Context: an optimization exercise on an open-source flow, tuned for a short achievable clock period and few clock cycles per item. The choices shown serve that exercise and are no tape-out recipe.
In this exercise RTL edits were held to simulation tests only and were not proved equivalent to the original.
Power and IR drop assume default switching activity.

## design/flow/run.sh

```bash
#!/bin/bash
# synth_recipe.tcl (not shown) runs the flow's synth.tcl, then flattens the netlist and writes it again
# the make line also repeats each setting of config.mk as NAME=value (left out here)
make -C /OpenROAD-flow-scripts/flow DESIGN_CONFIG=/design/flow/config.mk WORK_HOME=/design/flow/orfs CLKGATE_MAP_FILE= SYNTH_SCRIPT=/design/flow/synth_recipe.tcl finish
```

## design/flow/config.mk

```make
export PLATFORM = sky130hd
export DESIGN_NAME = rv_exec_top
export DESIGN_NICKNAME = rv_exec_top
export VERILOG_FILES = /design/flow/design.v
export SDC_FILE = /design/flow/constraint.sdc
export NUM_CORES = 4
export LEC_CHECK = 0
export ABC_CLOCK_PERIOD_IN_PS = 2000
export CAP_MARGIN = 20
export CORE_MARGIN = 2
export CORE_UTILIZATION = 65
export SETUP_SLACK_MARGIN = 3.3
export SLEW_MARGIN = 20
```

## design/flow/constraint.sdc

```tcl
create_clock -name core_clock -period 5.5 [get_ports {in_clk}]
set_input_delay 1.1000 -clock core_clock [delete_from_list [all_inputs] [get_ports {in_clk}]]
set_output_delay 1.1000 -clock core_clock [all_outputs]
set_load 0.01 [all_outputs]
```

## design/flow/design.v

```verilog
`default_nettype none
package rv_exec_pkg;
  localparam int NUM_REGS     = 32;
  localparam int XLEN_DEFAULT = 32;
  localparam logic [4:0] REG_X0 = 5'd0;
  localparam logic [4:0] OP_LUI   = 5'd0;
  localparam logic [4:0] OP_AUIPC = 5'd1;
  localparam logic [4:0] OP_ADDI  = 5'd2;
  localparam logic [4:0] OP_SLTI  = 5'd3;
  localparam logic [4:0] OP_SLTIU = 5'd4;
  localparam logic [4:0] OP_XORI  = 5'd5;
  localparam logic [4:0] OP_ORI   = 5'd6;
  localparam logic [4:0] OP_ANDI  = 5'd7;
  localparam logic [4:0] OP_SLLI  = 5'd8;
  localparam logic [4:0] OP_SRLI  = 5'd9;
  localparam logic [4:0] OP_SRAI  = 5'd10;
  localparam logic [4:0] OP_ADD   = 5'd11;
  localparam logic [4:0] OP_SUB   = 5'd12;
  localparam logic [4:0] OP_SLL   = 5'd13;
  localparam logic [4:0] OP_SLT   = 5'd14;
  localparam logic [4:0] OP_SLTU  = 5'd15;
  localparam logic [4:0] OP_XOR   = 5'd16;
  localparam logic [4:0] OP_SRL   = 5'd17;
  localparam logic [4:0] OP_SRA   = 5'd18;
  localparam logic [4:0] OP_OR    = 5'd19;
  localparam logic [4:0] OP_AND   = 5'd20;
endpackage
`default_nettype wire
`default_nettype none
import rv_exec_pkg::*;
module rv_regfile
#(
  parameter int XLEN = XLEN_DEFAULT
) (
  input  logic                in_clk,
  input  logic                in_rst,
  input  logic [NUM_REGS-1:0] rsel1_i,
  input  logic [NUM_REGS-1:0] rsel2_i,
  output logic [XLEN-1:0]     rdata1_o,
  output logic [XLEN-1:0]     rdata2_o,
  input  logic [NUM_REGS-1:0] wsel_i,
  input  logic [XLEN-1:0]     wdata_i
);
  logic [XLEN-1:0] regs [1:NUM_REGS-1];
  for (genvar i = 1; i < NUM_REGS; i++) begin : g_reg
    always_ff @(posedge in_clk or negedge in_rst) begin
      if (!in_rst) begin
        regs[i] <= '0;
      end else if (wsel_i[i]) begin
        regs[i] <= wdata_i;
      end
    end
  end
  always_comb begin
    rdata1_o = '0;
    rdata2_o = '0;
    for (int i = 1; i < NUM_REGS; i++) begin
      rdata1_o = rdata1_o | (regs[i] & {XLEN{rsel1_i[i]}});
      rdata2_o = rdata2_o | (regs[i] & {XLEN{rsel2_i[i]}});
    end
  end
endmodule
`default_nettype wire
`default_nettype none
import rv_exec_pkg::*;
module rv_issue
#(
  parameter int XLEN = XLEN_DEFAULT
) (
  input  logic                in_clk,
  input  logic                in_rst,
  input  logic                accept_i,
  input  logic [4:0]          op_i,
  input  logic [4:0]          rd_i,
  input  logic [4:0]          rs1_i,
  input  logic [4:0]          rs2_i,
  input  logic [XLEN-1:0]     imm_i,
  input  logic [XLEN-1:0]     pc_i,
  output logic [NUM_REGS-1:0] rsel1_o,
  output logic [NUM_REGS-1:0] rsel2_o,
  input  logic [XLEN-1:0]     rdata1_i,
  input  logic [XLEN-1:0]     rdata2_i,
  input  logic                r_valid_i,
  input  logic [4:0]          r_rd_i,
  input  logic [XLEN-1:0]     r_data_i,
  input  logic [XLEN-1:0]     x_res_i,
  output logic                x_valid_o,
  output logic [4:0]          x_rd_o,
  output logic [XLEN-1:0]     x_a_o,
  output logic [XLEN-1:0]     x_b_o,
  output logic                x_inv_o,
  output logic                x_signed_o,
  output logic                x_sel_add_o,
  output logic                x_sel_lt_o,
  output logic                x_log_and_o,
  output logic                x_log_xor_o,
  output logic [3:0]          x_shl_h_o,
  output logic [3:0]          x_shr_h_o,
  output logic [3:0]          x_sh_m_o,
  output logic                x_sh_4_o,
  output logic                x_sra_o
);
  logic                f_valid;
  logic [4:0]          f_op;
  logic [4:0]          f_rd;
  logic [4:0]          f_rs1;
  logic [4:0]          f_rs2;
  logic [NUM_REGS-1:0] f_rsel1;
  logic [NUM_REGS-1:0] f_rsel2;
  logic [XLEN-1:0]     f_imm;
  logic [XLEN-1:0]     f_pc;
  always_ff @(posedge in_clk or negedge in_rst) begin
    if (!in_rst) begin
      f_valid <= 1'b0;
    end else begin
      f_valid <= accept_i;
    end
  end
  always_ff @(posedge in_clk) begin
    f_op  <= op_i;
    f_rd  <= rd_i;
    f_rs1 <= rs1_i;
    f_rs2 <= rs2_i;
    f_imm <= imm_i;
    f_pc  <= pc_i;
    for (int i = 0; i < NUM_REGS; i++) begin
      f_rsel1[i] <= (rs1_i == 5'(i));
      f_rsel2[i] <= (rs2_i == 5'(i));
    end
  end
  assign rsel1_o = f_rsel1;
  assign rsel2_o = f_rsel2;
  logic uses_rs1;
  logic uses_rs2;
  logic inv;
  logic sgn;
  logic sel_add, sel_lt, sel_xor, sel_or, sel_and, sel_sll, sel_sr, sra;
  logic a_pc;
  always_comb begin
    uses_rs1 = 1'b1;
    uses_rs2 = 1'b0;
    inv      = 1'b0;
    sgn      = 1'b0;
    sel_add  = 1'b0;
    sel_lt   = 1'b0;
    sel_xor  = 1'b0;
    sel_or   = 1'b0;
    sel_and  = 1'b0;
    sel_sll  = 1'b0;
    sel_sr   = 1'b0;
    sra      = 1'b0;
    a_pc     = 1'b0;
    case (f_op)
      OP_LUI:   begin uses_rs1 = 1'b0; sel_add = 1'b1; end
      OP_AUIPC: begin uses_rs1 = 1'b0; a_pc = 1'b1; sel_add = 1'b1; end
      OP_ADDI:  begin sel_add = 1'b1; end
      OP_SLTI:  begin sel_lt = 1'b1; inv = 1'b1; sgn = 1'b1; end
      OP_SLTIU: begin sel_lt = 1'b1; inv = 1'b1; end
      OP_XORI:  begin sel_xor = 1'b1; end
      OP_ORI:   begin sel_or = 1'b1; end
      OP_ANDI:  begin sel_and = 1'b1; end
      OP_SLLI:  begin sel_sll = 1'b1; end
      OP_SRLI:  begin sel_sr = 1'b1; end
      OP_SRAI:  begin sel_sr = 1'b1; sra = 1'b1; end
      OP_ADD:   begin uses_rs2 = 1'b1; sel_add = 1'b1; end
      OP_SUB:   begin uses_rs2 = 1'b1; sel_add = 1'b1; inv = 1'b1; end
      OP_SLL:   begin uses_rs2 = 1'b1; sel_sll = 1'b1; end
      OP_SLT:   begin uses_rs2 = 1'b1; sel_lt = 1'b1; inv = 1'b1; sgn = 1'b1; end
      OP_SLTU:  begin uses_rs2 = 1'b1; sel_lt = 1'b1; inv = 1'b1; end
      OP_XOR:   begin uses_rs2 = 1'b1; sel_xor = 1'b1; end
      OP_SRL:   begin uses_rs2 = 1'b1; sel_sr = 1'b1; end
      OP_SRA:   begin uses_rs2 = 1'b1; sel_sr = 1'b1; sra = 1'b1; end
      OP_OR:    begin uses_rs2 = 1'b1; sel_or = 1'b1; end
      OP_AND:   begin uses_rs2 = 1'b1; sel_and = 1'b1; end
      default:  ;
    endcase
  end
  logic            byp1, byp2;
  logic [XLEN-1:0] src1, src2;
  logic [XLEN-1:0] a_base, b_base;
  assign byp1 = r_valid_i && (r_rd_i == f_rs1) && (f_rs1 != REG_X0);
  assign byp2 = r_valid_i && (r_rd_i == f_rs2) && (f_rs2 != REG_X0);
  assign src1 = byp1 ? r_data_i : rdata1_i;
  assign src2 = byp2 ? r_data_i : rdata2_i;
  always_comb begin
    if (a_pc) begin
      a_base = f_pc;
    end else if (uses_rs1) begin
      a_base = src1;
    end else begin
      a_base = '0;
    end
  end
  assign b_base = uses_rs2 ? src2 : f_imm;
  logic            d_valid;
  logic [4:0]      d_rd;
  logic [XLEN-1:0] d_a;
  logic [XLEN-1:0] d_b;
  logic            d_fx1, d_fx2;    
  logic            d_fr1, d_fr2;    
  logic            d_inv;
  logic            d_sgn;
  logic            d_sel_add, d_sel_lt, d_log_and, d_log_xor;
  logic            d_sel_sll, d_sel_sr, d_sra;
  always_ff @(posedge in_clk or negedge in_rst) begin
    if (!in_rst) begin
      d_valid <= 1'b0;
    end else begin
      d_valid <= f_valid;
    end
  end
  always_ff @(posedge in_clk) begin
    d_rd      <= f_rd;
    d_a       <= a_base;
    d_b       <= b_base;
    d_fx1     <= uses_rs1 && d_valid && (d_rd == f_rs1) && (f_rs1 != REG_X0);
    d_fx2     <= uses_rs2 && d_valid && (d_rd == f_rs2) && (f_rs2 != REG_X0);
    d_fr1     <= uses_rs1 && x_valid_o && (x_rd_o == f_rs1) && (f_rs1 != REG_X0);
    d_fr2     <= uses_rs2 && x_valid_o && (x_rd_o == f_rs2) && (f_rs2 != REG_X0);
    d_inv     <= inv;
    d_sgn     <= sgn;
    d_sel_add <= sel_add;
    d_sel_lt  <= sel_lt;
    d_log_and <= sel_and || sel_or;
    d_log_xor <= sel_xor || sel_or;
    d_sel_sll <= sel_sll;
    d_sel_sr  <= sel_sr;
    d_sra     <= sra;
  end
  logic [XLEN-1:0] a_nxt, b_nxt;
  always_comb begin
    if (d_fx1) begin
      a_nxt = x_res_i;
    end else if (d_fr1) begin
      a_nxt = r_data_i;
    end else begin
      a_nxt = d_a;
    end
    a_nxt = a_nxt ^ {XLEN{d_inv}};
  end
  always_comb begin
    if (d_fx2) begin
      b_nxt = x_res_i;
    end else if (d_fr2) begin
      b_nxt = r_data_i;
    end else begin
      b_nxt = d_b;
    end
  end
  logic [4:0] shamt;
  logic [3:0] sh_h;
  logic [3:0] sh_m;
  assign shamt = b_nxt[4:0];
  always_comb begin
    for (int k = 0; k < 4; k++) begin
      sh_h[k] = (shamt[1:0] == 2'(k));
      sh_m[k] = (shamt[3:2] == 2'(k));
    end
  end
  always_ff @(posedge in_clk or negedge in_rst) begin
    if (!in_rst) begin
      x_valid_o <= 1'b0;
    end else begin
      x_valid_o <= d_valid;
    end
  end
  always_ff @(posedge in_clk) begin
    x_rd_o      <= d_rd;
    x_a_o       <= a_nxt;
    x_b_o       <= b_nxt;
    x_inv_o     <= d_inv;
    x_signed_o  <= d_sgn;
    x_sel_add_o <= d_sel_add;
    x_sel_lt_o  <= d_sel_lt;
    x_log_and_o <= d_log_and;
    x_log_xor_o <= d_log_xor;
    x_shl_h_o   <= sh_h & {4{d_sel_sll}};
    x_shr_h_o   <= sh_h & {4{d_sel_sr}};
    x_sh_m_o    <= sh_m;
    x_sh_4_o    <= shamt[4];
    x_sra_o     <= d_sra;
  end
endmodule
`default_nettype wire
`default_nettype none
import rv_exec_pkg::*;
module rv_alu
#(
  parameter int XLEN = XLEN_DEFAULT
) (
  input  logic                in_clk,
  input  logic                in_rst,
  input  logic                x_valid_i,
  input  logic [4:0]          x_rd_i,
  input  logic [XLEN-1:0]     x_a_i,
  input  logic [XLEN-1:0]     x_b_i,
  input  logic                x_inv_i,
  input  logic                x_signed_i,
  input  logic                x_sel_add_i,
  input  logic                x_sel_lt_i,
  input  logic                x_log_and_i,
  input  logic                x_log_xor_i,
  input  logic [3:0]          x_shl_h_i,
  input  logic [3:0]          x_shr_h_i,
  input  logic [3:0]          x_sh_m_i,
  input  logic                x_sh_4_i,
  input  logic                x_sra_i,
  output logic [XLEN-1:0]     x_res_o,
  output logic                r_valid_o,
  output logic [4:0]          r_rd_o,
  output logic [XLEN-1:0]     r_data_o,
  output logic [NUM_REGS-1:0] r_wsel_o
);
  localparam int W  = XLEN + 1;
  localparam int LV = $clog2(W);
  logic [W-1:0] ea;
  logic [W-1:0] eb;
  logic [W-1:0] g;
  logic [W-1:0] p;
  logic [W-1:0] gg [LV+1];
  logic [W-1:0] pp [LV+1];
  logic [W-1:0] cy;
  assign ea = {~x_signed_i | x_a_i[XLEN-1], x_a_i};
  assign eb = {x_signed_i & x_b_i[XLEN-1], x_b_i};
  assign g  = ea & eb;
  assign p  = ea ^ eb;
  assign gg[0] = g;
  assign pp[0] = p;
  for (genvar l = 0; l < LV; l++) begin : g_lvl
    for (genvar i = 0; i < W; i++) begin : g_bit
      if (i >= (1 << l)) begin : g_op
        assign gg[l+1][i] = gg[l][i] | (pp[l][i] & gg[l][i-(1<<l)]);
        assign pp[l+1][i] = pp[l][i] & pp[l][i-(1<<l)];
      end else begin : g_pass
        assign gg[l+1][i] = gg[l][i];
        assign pp[l+1][i] = pp[l][i];
      end
    end
  end
  assign cy = {gg[LV][W-2:0], 1'b0};
  logic [XLEN-1:0] l1, l2, sll;
  logic [XLEN-1:0] r1, r2, sr;
  logic            fill;
  assign fill = x_sra_i & x_a_i[XLEN-1];
  always_comb begin
    l1 = '0;
    r1 = '0;
    for (int k = 0; k < 4; k++) begin
      l1 = l1 | ({XLEN{x_shl_h_i[k]}} & (x_a_i << k));
      r1 = r1 | ({XLEN{x_shr_h_i[k]}} & XLEN'($signed({fill, x_a_i}) >>> k));
    end
    l2 = '0;
    r2 = '0;
    for (int k = 0; k < 4; k++) begin
      l2 = l2 | ({XLEN{x_sh_m_i[k]}} & (l1 << (4 * k)));
      r2 = r2 | ({XLEN{x_sh_m_i[k]}} & XLEN'($signed({fill, r1}) >>> (4 * k)));
    end
    sll = x_sh_4_i ? (l2 << 16) : l2;
    sr  = x_sh_4_i ? XLEN'($signed({fill, r2}) >>> 16) : r2;
  end
  logic [XLEN-1:0] other;
  logic [XLEN-1:0] sp;
  logic [XLEN-1:0] r0;
  logic [XLEN-1:0] r1s;
  logic [XLEN-1:0] result;
  assign other = ({XLEN{x_log_and_i}} & g[XLEN-1:0])
               | ({XLEN{x_log_xor_i}} & p[XLEN-1:0])
               | sll | sr;
  assign sp  = p[XLEN-1:0] ^ {XLEN{x_inv_i}};
  assign r0  = ({XLEN{x_sel_add_i}} &  sp) | other;
  assign r1s = ({XLEN{x_sel_add_i}} & ~sp) | other;
  always_comb begin
    for (int i = 1; i < XLEN; i++) begin
      result[i] = cy[i] ? r1s[i] : r0[i];
    end
    result[0] = cy[XLEN] ? (r0[0] | (x_sel_lt_i & p[XLEN]))
                         : (r0[0] | (x_sel_lt_i & ~p[XLEN]));
  end
  assign x_res_o = result;
  always_ff @(posedge in_clk or negedge in_rst) begin
    if (!in_rst) begin
      r_valid_o <= 1'b0;
      r_wsel_o  <= '0;
    end else begin
      r_valid_o <= x_valid_i;
      for (int i = 0; i < NUM_REGS; i++) begin
        r_wsel_o[i] <= x_valid_i && (x_rd_i == 5'(i)) && (i != 0);
      end
    end
  end
  always_ff @(posedge in_clk) begin
    r_rd_o   <= x_rd_i;
    r_data_o <= result;
  end
endmodule
`default_nettype wire
`default_nettype none
import rv_exec_pkg::*;
module rv_writeback
#(
  parameter int XLEN   = XLEN_DEFAULT,
  parameter int QDEPTH = 5
) (
  input  logic            in_clk,
  input  logic            in_rst,
  input  logic            instr_valid_i,
  output logic            instr_ready_o,
  output logic            accept_o,
  input  logic            r_valid_i,
  input  logic [4:0]      r_rd_i,
  input  logic [XLEN-1:0] r_data_i,
  output logic            res_valid_o,
  input  logic            res_ready_i,
  output logic [4:0]      res_rd_o,
  output logic [XLEN-1:0] res_data_o
);
  localparam int CAP = QDEPTH + 1;
  localparam int CW  = $clog2(CAP + 1);
  localparam int PW  = $clog2(QDEPTH);
  logic [CW-1:0] owed;
  logic          pop;
  logic          rdy_inc;
  logic          rdy_same;
  assign accept_o = instr_valid_i && instr_ready_o;
  assign pop      = res_valid_o && res_ready_i;
  assign rdy_inc  = (owed + CW'(1)) < CW'(CAP);
  assign rdy_same = owed < CW'(CAP);
  always_ff @(posedge in_clk or negedge in_rst) begin
    if (!in_rst) begin
      owed          <= '0;
      instr_ready_o <= 1'b1;
    end else begin
      case ({accept_o, pop})
        2'b10: begin
          owed          <= owed + CW'(1);
          instr_ready_o <= rdy_inc;
        end
        2'b01: begin
          owed          <= owed - CW'(1);
          instr_ready_o <= 1'b1;
        end
        default: begin
          instr_ready_o <= rdy_same;
        end
      endcase
    end
  end
  logic [4:0]      q_rd   [QDEPTH];
  logic [XLEN-1:0] q_data [QDEPTH];
  logic [PW-1:0]   wptr;
  logic [PW-1:0]   rptr;
  logic            q_empty;
  logic [PW:0]     q_cnt;
  logic            out_free;
  logic            q_push;
  logic            q_pop;
  assign q_empty  = (q_cnt == '0);
  assign out_free = !res_valid_o || res_ready_i;
  assign q_pop    = out_free && !q_empty;
  assign q_push   = r_valid_i && !(out_free && q_empty);
  always_ff @(posedge in_clk or negedge in_rst) begin
    if (!in_rst) begin
      wptr        <= '0;
      rptr        <= '0;
      q_cnt       <= '0;
      res_valid_o <= 1'b0;
    end else begin
      if (q_push) wptr <= (wptr == PW'(QDEPTH - 1)) ? '0 : wptr + PW'(1);
      if (q_pop)  rptr <= (rptr == PW'(QDEPTH - 1)) ? '0 : rptr + PW'(1);
      q_cnt <= q_cnt + (PW+1)'(q_push) - (PW+1)'(q_pop);
      if (out_free) res_valid_o <= !q_empty || r_valid_i;
    end
  end
  always_ff @(posedge in_clk) begin
    if (r_valid_i) begin
      q_rd[wptr]   <= r_rd_i;
      q_data[wptr] <= r_data_i;
    end
  end
  always_ff @(posedge in_clk or negedge in_rst) begin
    if (!in_rst) begin
      res_rd_o   <= '0;
      res_data_o <= '0;
    end else if (out_free) begin
      if (!q_empty) begin
        res_rd_o   <= q_rd[rptr];
        res_data_o <= q_data[rptr];
      end else begin
        res_rd_o   <= r_rd_i;
        res_data_o <= r_data_i;
      end
    end
  end
endmodule
`default_nettype wire
`default_nettype none
import rv_exec_pkg::*;
module rv_exec_top
#(
  parameter int XLEN = XLEN_DEFAULT
) (
  input  logic            in_clk,
  input  logic            in_rst,
  input  logic            instr_valid_i,
  output logic                 instr_ready_o,
  input  logic [4:0]        op_i,
  input  logic [4:0]      rd_i,
  input  logic [4:0]      rs1_i,
  input  logic [4:0]      rs2_i,
  input  logic [XLEN-1:0] imm_i,
  input  logic [XLEN-1:0] pc_i,
  output logic                 res_valid_o,
  input  logic            res_ready_i,
  output logic [4:0]           res_rd_o,
  output logic [XLEN-1:0]      res_data_o
);
  logic                accept;
  logic [NUM_REGS-1:0] rsel1;
  logic [NUM_REGS-1:0] rsel2;
  logic [XLEN-1:0]     rdata1;
  logic [XLEN-1:0]     rdata2;
  logic                x_valid;
  logic [4:0]          x_rd;
  logic [XLEN-1:0]     x_a;
  logic [XLEN-1:0]     x_b;
  logic [XLEN-1:0]     x_res;
  logic                x_inv;
  logic                x_signed;
  logic                x_sel_add;
  logic                x_sel_lt;
  logic                x_log_and;
  logic                x_log_xor;
  logic [3:0]          x_shl_h;
  logic [3:0]          x_shr_h;
  logic [3:0]          x_sh_m;
  logic                x_sh_4;
  logic                x_sra;
  logic                r_valid;
  logic [4:0]          r_rd;
  logic [XLEN-1:0]     r_data;
  logic [NUM_REGS-1:0] r_wsel;
  rv_regfile #(.XLEN(XLEN)) u_regfile (
    .in_clk   (in_clk),
    .in_rst   (in_rst),
    .rsel1_i  (rsel1),
    .rsel2_i  (rsel2),
    .rdata1_o (rdata1),
    .rdata2_o (rdata2),
    .wsel_i   (r_wsel),
    .wdata_i  (r_data)
  );
  rv_issue #(.XLEN(XLEN)) u_issue (
    .in_clk      (in_clk),
    .in_rst      (in_rst),
    .accept_i    (accept),
    .op_i        (op_i),
    .rd_i        (rd_i),
    .rs1_i       (rs1_i),
    .rs2_i       (rs2_i),
    .imm_i       (imm_i),
    .pc_i        (pc_i),
    .rsel1_o     (rsel1),
    .rsel2_o     (rsel2),
    .rdata1_i    (rdata1),
    .rdata2_i    (rdata2),
    .r_valid_i   (r_valid),
    .r_rd_i      (r_rd),
    .r_data_i    (r_data),
    .x_res_i     (x_res),
    .x_valid_o   (x_valid),
    .x_rd_o      (x_rd),
    .x_a_o       (x_a),
    .x_b_o       (x_b),
    .x_inv_o     (x_inv),
    .x_signed_o  (x_signed),
    .x_sel_add_o (x_sel_add),
    .x_sel_lt_o  (x_sel_lt),
    .x_log_and_o (x_log_and),
    .x_log_xor_o (x_log_xor),
    .x_shl_h_o   (x_shl_h),
    .x_shr_h_o   (x_shr_h),
    .x_sh_m_o    (x_sh_m),
    .x_sh_4_o    (x_sh_4),
    .x_sra_o     (x_sra)
  );
  rv_alu #(.XLEN(XLEN)) u_alu (
    .in_clk      (in_clk),
    .in_rst      (in_rst),
    .x_valid_i   (x_valid),
    .x_rd_i      (x_rd),
    .x_a_i       (x_a),
    .x_b_i       (x_b),
    .x_inv_i     (x_inv),
    .x_signed_i  (x_signed),
    .x_sel_add_i (x_sel_add),
    .x_sel_lt_i  (x_sel_lt),
    .x_log_and_i (x_log_and),
    .x_log_xor_i (x_log_xor),
    .x_shl_h_i   (x_shl_h),
    .x_shr_h_i   (x_shr_h),
    .x_sh_m_i    (x_sh_m),
    .x_sh_4_i    (x_sh_4),
    .x_sra_i     (x_sra),
    .x_res_o     (x_res),
    .r_valid_o   (r_valid),
    .r_rd_o      (r_rd),
    .r_data_o    (r_data),
    .r_wsel_o    (r_wsel)
  );
  rv_writeback #(.XLEN(XLEN)) u_writeback (
    .in_clk        (in_clk),
    .in_rst        (in_rst),
    .instr_valid_i (instr_valid_i),
    .instr_ready_o (instr_ready_o),
    .accept_o      (accept),
    .r_valid_i     (r_valid),
    .r_rd_i        (r_rd),
    .r_data_i      (r_data),
    .res_valid_o   (res_valid_o),
    .res_ready_i   (res_ready_i),
    .res_rd_o      (res_rd_o),
    .res_data_o    (res_data_o)
  );
endmodule
`default_nettype wire
```

==> run summary <==
outcome timing/DRC/antenna clean; R2R cell count 12; Worst R2R End u_issue.x_shr_h_o[3]$_DFF_P_; initial drt markers 14800; clock latency on the worst-skew pair 0.84 ns; All-Layer GR Usage 0.536; Final nets around 6600; max cap viols 0; Hold EP u_issue.x_sra_o$_DFF_P_; # IOs around 130; grt ovf 0; Seq cells post-synth 1625; final hold violation count 0; reg-to-reg critical path startpoint u_issue.x_a_o[1]$_DFF_P_; Clk pin slew, worst setup/hold paths 0.06 ns; final core area utilization 0.797; die area 118000 um2; HP Start u_issue.d_sra$_DFF_P_; crit-path max FO 5; RSZ-0062 raised after global routing yes; Mapped Area 75100 um2; num rows around 120; min Tclk post-route 2.72 ns; drt total wl 345 mm; post-synthesis sequential area ratio 0.530; TritonCTS buffer count approximately 160; measured slew at the worst slew-check pin ~1.3 ns; buffers added on ports 126; Final Max Slew Viols 0; CTS max path bufs 3; Syn Area/Cell 11.9 um2; Chip Width 344 um; ys async rst share 0.664; Min Hold Slack 0.325 ns; peak supply drop around 0.38 mV; Max Clock Freq 368 MHz; critical path endpoint category flop; global-route wire length before repair 449 mm; setup TNS 0 ns; clock skew ~0.045 ns; Final ANT Viol Nets 0; Syn. warnings 7; CTS Root Cell clkbuf_16; Final Power between 30 and 40 mW; final setup vio count 0; Slew HR 0.140; final standard cell area without fillers 91300 um2; CTS sink cnt 1625; Hold Buf Count CTS 0; post-place instance area 77800 um2; R2R setup slack 2.78 ns; vias in the first global route 61500; drt wl/cell around 42 um; PwrDens 405 nW/um2; Crit Path Category reg -> reg; Yosys cell types between 80 and 90; Mapped Cells 6304; startpoint types flop; Area Overhead vs Synth 21.5%; leakage power 39.1 nW; syn nets between 6000 and 7000; core area ~110000 um2; pin count of the biggest net entering global routing 125; WP data arrival 3.42 ns; DRC violations left 0; Post-synth EDFFs around 190; Worst Hold Class reg -> reg; H-tree lvl count 4; fillcell total 6828; vias per cell between 8 and 9; layout cells sized above 1 0.375; DPL Wire Length about 170 mm; initial cell density of the core 0.656; initial antenna violation count 31; Post-synth top flop dfrtp_1; Hold Crit Depth 0; routability cong. 1.00; Die H roughly 340 um; worst path required time around 6.2 ns; final worst-path cycle share 0.494; vias between 60000 and 70000; TritonCTS clock tree done; DRT Pass-1 Iters 22
routing by layer:
metal / routed length (um) / vias up / global-route usage
li1: - / 24700 / -
met1: 110000 / 33000 / 0.646
met2: 132000 / 7458 / 0.726
met3: 60300 / 3043 / 0.273
met4: 41200 / 53 / 0.408
met5: 1480 / - / 0.0200
where the power goes:
part | internal [mW] | switching, mW | leakage [nW]
combinational | 3.80 | 4.71 | 17.2
clock | 6.41 | 5.05 | 2.65
sequential | 14.5 | 2.43 | 19.3
cell usage in the layout (no fill, tap or decap), types with 36 or more instances in the layout:
| cell | n |
|---|---|
| edfxtp_1 | 185 |
| dfxtp_1 | 237 |
| clkbuf_1 | 41 |
| a21oi_1 | 125 |
| nand3_1 | 107 |
| a22oi_1 | 488 |
| mux2_2 | 1000 |
| inv_1 | 71 |
| o21ai_0 | 93 |
| mux4_2 | 37 |
| o211ai_1 | 40 |
| dfrtp_1 | 1042 |
| nor3_4 | 48 |
| buf_6 | 54 |
| a22o_1 | 322 |
| nand2_1 | 196 |
| nand4_1 | 143 |
| a221oi_2 | 85 |
| clkdlybuf4s50_1 | 86 |
| buf_12 | 95 |
| xnor2_1 | 73 |
| dfxtp_2 | 47 |
| buf_4 | 351 |
| nor2b_1 | 36 |
| mux2i_1 | 81 |
| clkbuf_16 | 193 |
| nor2_1 | 209 |
| a221oi_1 | 200 |
| diode_2 | 50 |
| dfxtp_4 | 77 |
| a222oi_1 | 88 |
how the worst max path moves through the flow:
stage,start,end,cells past startpoint
after CTS,u_issue.x_a_o[1]$_DFF_P_,u_issue.x_b_o[24]$_DFF_P_,11
final,u_issue.x_a_o[1]$_DFF_P_,u_issue.x_shr_h_o[3]$_DFF_P_,12
after floorplan,res_ready_i,u_writeback.q_cnt[1]$_DFF_PN0_,9
after detailed placement,res_ready_i,u_writeback.q_cnt[1]$_DFF_PN0_,8
after global routing,u_issue.x_a_o[1]$_DFF_P_,u_issue.x_shl_h_o[3]$_DFF_P_,12
after global placement,res_ready_i,u_writeback.q_cnt[1]$_DFF_PN0_,8
cells in the mapped netlist (9+ instances only):
library cell,number,area share
a222oi_1,88,0.012
nor3_1,101,0.0067
o211ai_1,40,0.0040
mux2_2,1000,0.15
a22o_1,322,0.038
a22oi_1,521,0.052
nand4_1,143,0.012
dfxtp_1,361,0.096
nand2_1,222,0.011
buf_2,15,0.0010
edfxtp_1,185,0.074
mux4_2,37,0.011
and3_1,15,0.0012
a21o_1,32,0.0032
xor2_1,35,0.0041
or2_2,11,0.00092
o21ai_0,135,0.0090
nand3_1,114,0.0076
o21bai_1,9,0.00090
a31oi_1,12,0.0010
ha_1,49,0.0082
mux2i_1,81,0.011
clkbuf_1,469,0.023
a211oi_1,43,0.0043
xnor2_1,81,0.0094
inv_1,81,0.0040
buf_1,155,0.0077
dfrtp_1,1078,0.36
buf_6,11,0.0016
nor2_1,214,0.011
a21oi_1,168,0.011
or3_1,9,0.00075
and2_1,11,0.00092
nand2b_1,17,0.0014
nor2b_1,39,0.0032
a221oi_1,287,0.033
logic make-up (layout without fill, tap and decap cells):
group                    count (synthesis)  in the layout  synth area share
adder cells (fa/ha/maj)                 50             50           0.00843
AND/OR/NAND/NOR                        932            943            0.0603
XOR/XNOR                               116            116            0.0135
other                                    0             50                 0
AO/OA/AOI/OAI                         1725           1726             0.178
flip-flops                            1625           1625             0.530
buffers and inverters                  737           1067            0.0384
multiplexers                          1119           1119             0.172
worst max-delay path: stages (launching register included):
cell       delay, ns
dfxtp_4         0.36
ha_4            0.27
a211oi_4        0.08
buf_4           0.15
o21ai_4         0.20
a311oi_4        0.13
buf_6           0.16
nand4bb_4       0.23
and2_4          0.21
a2111oi_4       0.31
buf_4           0.21
a31oi_4         0.10
nor2b_1         0.18
stage by stage:
| stage | setup slack, ns | cells |
|---|---|---|
| 2_1_floorplan | 3.00 | 6304 |
| 3_5_place_dp | 2.18 | 7477 |
| 3_3_place_gp | 2.21 | 7477 |
| 4_1_cts | 2.83 | 7902 |
| 6_report | 2.78 | 8208 |
| 5_1_grt | 2.71 | 8168 |
registers in the layout (all words and copies together) (netlist names), 25 cells and up:
name	count
u_writeback.res_data_o	32
u_issue.f_imm	32
u_issue.d_a	32
u_issue.d_b	32
u_issue.f_pc	32
u_regfile.regs	992
u_writeback.q_data	160
u_issue.f_rsel2	31
u_issue.x_a_o	32
u_alu.r_wsel_o	31
u_issue.f_rsel1	31
u_alu.r_data_o	32
u_writeback.q_rd	25
u_issue.x_b_o	32
repair_timing:
item	CTS	global route
setup buffers	109	222
resized for setup	664	421
endpoints found under the setup margin	344	313
gates cloned	15	34
pin swaps	128	219
cell type report:
class                           instances  area (um2)  area share
Antenna cell                           50         125     0.00137
Clock buffer                          232        4650      0.0510
Clock inverter                         69         776     0.00850
Inverter                               81         314     0.00344
Multi-Input combinational cell       3954       35500       0.389
Sequential cell                      1625       40200       0.440
Tap cell                             1512        1890      0.0207
Timing Repair Buffer                  685        7830      0.0858
Testbench counts, summed over its fixed seeds: cycles 12,040, items 12,000.

## port drivers added, routing unchanged
No port has a modelled driver above. Below, the same layout with a new extraction and two added sets of constraints. Step 1 sets driving cells, clkbuf_16 on the clock port and buf_2 on the other inputs (assumed; they add their load-dependent delay and slew). Step 2 moves the port delays by t, midway between the first and last clock arrival at a register: inputs arrive t later, outputs are due t later. That takes back most of the time a late clock gives input paths. a / b / c = ideal / step 1 / step 2; a / b = the first two.
t (ns): 0.903
slack for setup (ns): 2.780 / 2.780 / 2.535
worst setup path after step 2: input to register
latest minus earliest clock arrival (ns): 0.045 / 0.045
After both steps this run still meets setup and hold. For this run, drivers alone change the setup slack by 0.000 ns; drivers and shift together by -0.245 ns.
